Background: an optimization exercise with open tools, aiming at small area. Do not read the settings as production practice.
Only simulation tests tie the RTL to the original design; equivalence was not proved.
Power and IR drop assume default switching activity.

== red ==
Design mips_core_top, start of the top module:
module mips_core_top #(
    parameter int data_width = 32
) (
    input  logic                  clk_i,
    input  logic                  reset_i,
    input  logic                  instr_valid,
    input  mips_pkg::instr_t      instr,
    input  logic                  flush,
    output logic                  wb_valid,
    output mips_pkg::reg_addr_t   wb_reg,
    output logic [data_width-1:0] wb_data
);
    logic [5:0] opcode;
    logic [5:0] funct;
    logic       is_rtype;
    logic       is_itype;
    logic       fn_ok;
    logic [4:0] id_dest;
    logic       id_we;
    assign opcode   = instr[31:26];
    assign funct    = instr[5:0];
    assign is_rtype = (opcode == 6'h00);
    assign is_itype = (opcode[5:2] == 4'b0010);    
    always_comb
    begin
        case (funct)
            6'h00, 6'h02, 6'h03,
            6'h20, 6'h21, 6'h22, 6'h23, 6'h24, 6'h25, 6'h26, 6'h27,
            6'h2a, 6'h2b: fn_ok = 1'b1;
            default:      fn_ok = 1'b0;
        endcase
    end
    assign id_dest = is_rtype ? instr[15:11] : instr[20:16];
  ...
clock: 8.0 ns
lec_check: 0
cap_margin: 20
core_margin: 2
core_utilization: 40
place_density: 0.5
slew_margin: 20
synth_hierarchical: 1
synth_minimum_keep_size: 0
standard.sh (not shown) runs the stock make flow with config.mk's settings and CLKGATE_MAP_FILE= SYNTH_SCRIPT=/design/flow/synth_recipe.tcl, a recipe that flattens the netlist after the stock synthesis.
==> flow/flow/run.sh <==
#!/bin/bash
# The standard ORFS layout (standard.sh, unchanged synthesis), with:
#  - clock tree synthesis without dummy loads, with clkbuf_4 clock buffers
#    and sink clusters of up to 9 flip-flops within 60 um;
#  - port buffers of buf_1 cells.
# make's full output goes to flow_make.log in this folder; ORFS's per-step
# logs stay under orfs/logs/.
set -euo pipefail
bash standard.sh \
    'CTS_ARGS=-sink_clustering_enable -repair_clock_nets -dont_use_dummy_load -buf_list {sky130_fd_sc_hd__clkbuf_4} -sink_clustering_size 9 -sink_clustering_max_diameter 60' \
    'BUFFER_PORTS_ARGS=-buffer_cell sky130_fd_sc_hd__buf_1' \
    finish > flow_make.log 2>&1
red did not stop at any stage, and its layout met the timing, DRC and antenna checks.
Setup changes, red to green
-- flow/design.v --
<<< red, line 131
                     ((i < S) ? (INV ? l : 1'b0) : (l & x[(i + 32 - S) % 32])));
    end
endmodule
module res_bit (
>>> green, line 131
                     ((i < S) ? (INV ? l : 1'b0) : (l & x[(i + 32 - S) % 32])));
    end
endmodule
module csel_bit (
    input  logic p, k,
    input  logic c0i, c1i,
    input  logic s,
    output logic c0o, c1o,
    output logic cs
);
    assign c0o = ~((p & c0i) | k);
    assign c1o = ~((p & c1i) | k);
    assign cs  = ~(s ? c1i : c0i);
endmodule
module res_bit (
<<< red, line 301
    c_xor2  s16 (.a(p[16]), .b(c[16]), .y(sum[16]));
    for (genvar i = 17; i < 32; i++) begin : g_hi
        c_mux2i cm (.a0(c0[i]), .a1(c1[i]), .s(c[16]), .y(cs[i]));
        if (i % 2 == 0) begin : g_even
            c_a21oi cy0 (.a1(p[i]), .a2(c0[i]), .b1(g[i]), .y(c0[i+1]));
            c_a21oi cy1 (.a1(p[i]), .a2(c1[i]), .b1(g[i]), .y(c1[i+1]));
            c_xnor2 s   (.a(p[i]), .b(cs[i]), .y(sum[i]));
        end else begin : g_odd
            c_a21oi cy0 (.a1(p[i]), .a2(c0[i]), .b1(nq[i]), .y(c0[i+1]));
            c_a21oi cy1 (.a1(p[i]), .a2(c1[i]), .b1(nq[i]), .y(c1[i+1]));
            c_xor2  s   (.a(p[i]), .b(cs[i]), .y(sum[i]));
        end
    end
>>> green, line 312
    c_xor2  s16 (.a(p[16]), .b(c[16]), .y(sum[16]));
    for (genvar i = 17; i < 32; i++) begin : g_hi
        csel_bit cb (.p(p[i]), .k((i % 2 == 0) ? g[i] : nq[i]), .c0i(c0[i]), .c1i(c1[i]),
                     .s(c[16]), .c0o(c0[i+1]), .c1o(c1[i+1]), .cs(cs[i]));
        if (i % 2 == 0) begin : g_even
            c_xnor2 s (.a(p[i]), .b(cs[i]), .y(sum[i]));
        end else begin : g_odd
            c_xor2  s (.a(p[i]), .b(cs[i]), .y(sum[i]));
        end
    end
Findings:
Final hold slack in green vs red: up 0.014 ns
green ended with more final worst-path setup slack than red.
On first-pass GRT wire length, green and red are basically level.
The final reports for green and red show largest voltage drop on the vdd net lower in the former.
| power | green vs red | ≈ equal |
In green the stage delay of the slowest cell on the critical path turned out 0.06 ns higher than in red.
red → green: switching share of total power lost 0.15 points, fraction of power consumed by the clock network neither gained nor lost much, utilization has remained practically unchanged.
Compared green against red; detailed-route wire length within noise.
green vs. red: number of non-clock buffers went down by 1.
Final critical delay including setup and external delays: green < red
Design area of red is on par with green.

## what the ideal ports hide
In the flow no input, the clock included, has a driving cell. The finished layouts below were timed again as built, in two steps.
Step 1 assumes that a clkbuf_16 drives the clock port and a buf_2 every other input.
Step 2, shift: input delay + t, output delay - t, t = (earliest + latest rising clock arrival at the registers) / 2. This alone moves slack from input paths to output paths.
Slacks: no drivers / after step 1 / after step 2; pairs: no drivers / after step 1.
run	t (ns)	slack for setup (ns)	worst setup path after step 2	latest minus earliest clock arrival (ns)
red	1.151	0.417 / 0.417 / 0.417	register to register	0.111 / 0.111
green	1.127	0.428 / 0.428 / 0.428	register to register	0.119 / 0.119
After both steps setup and hold are still met in every run listed.
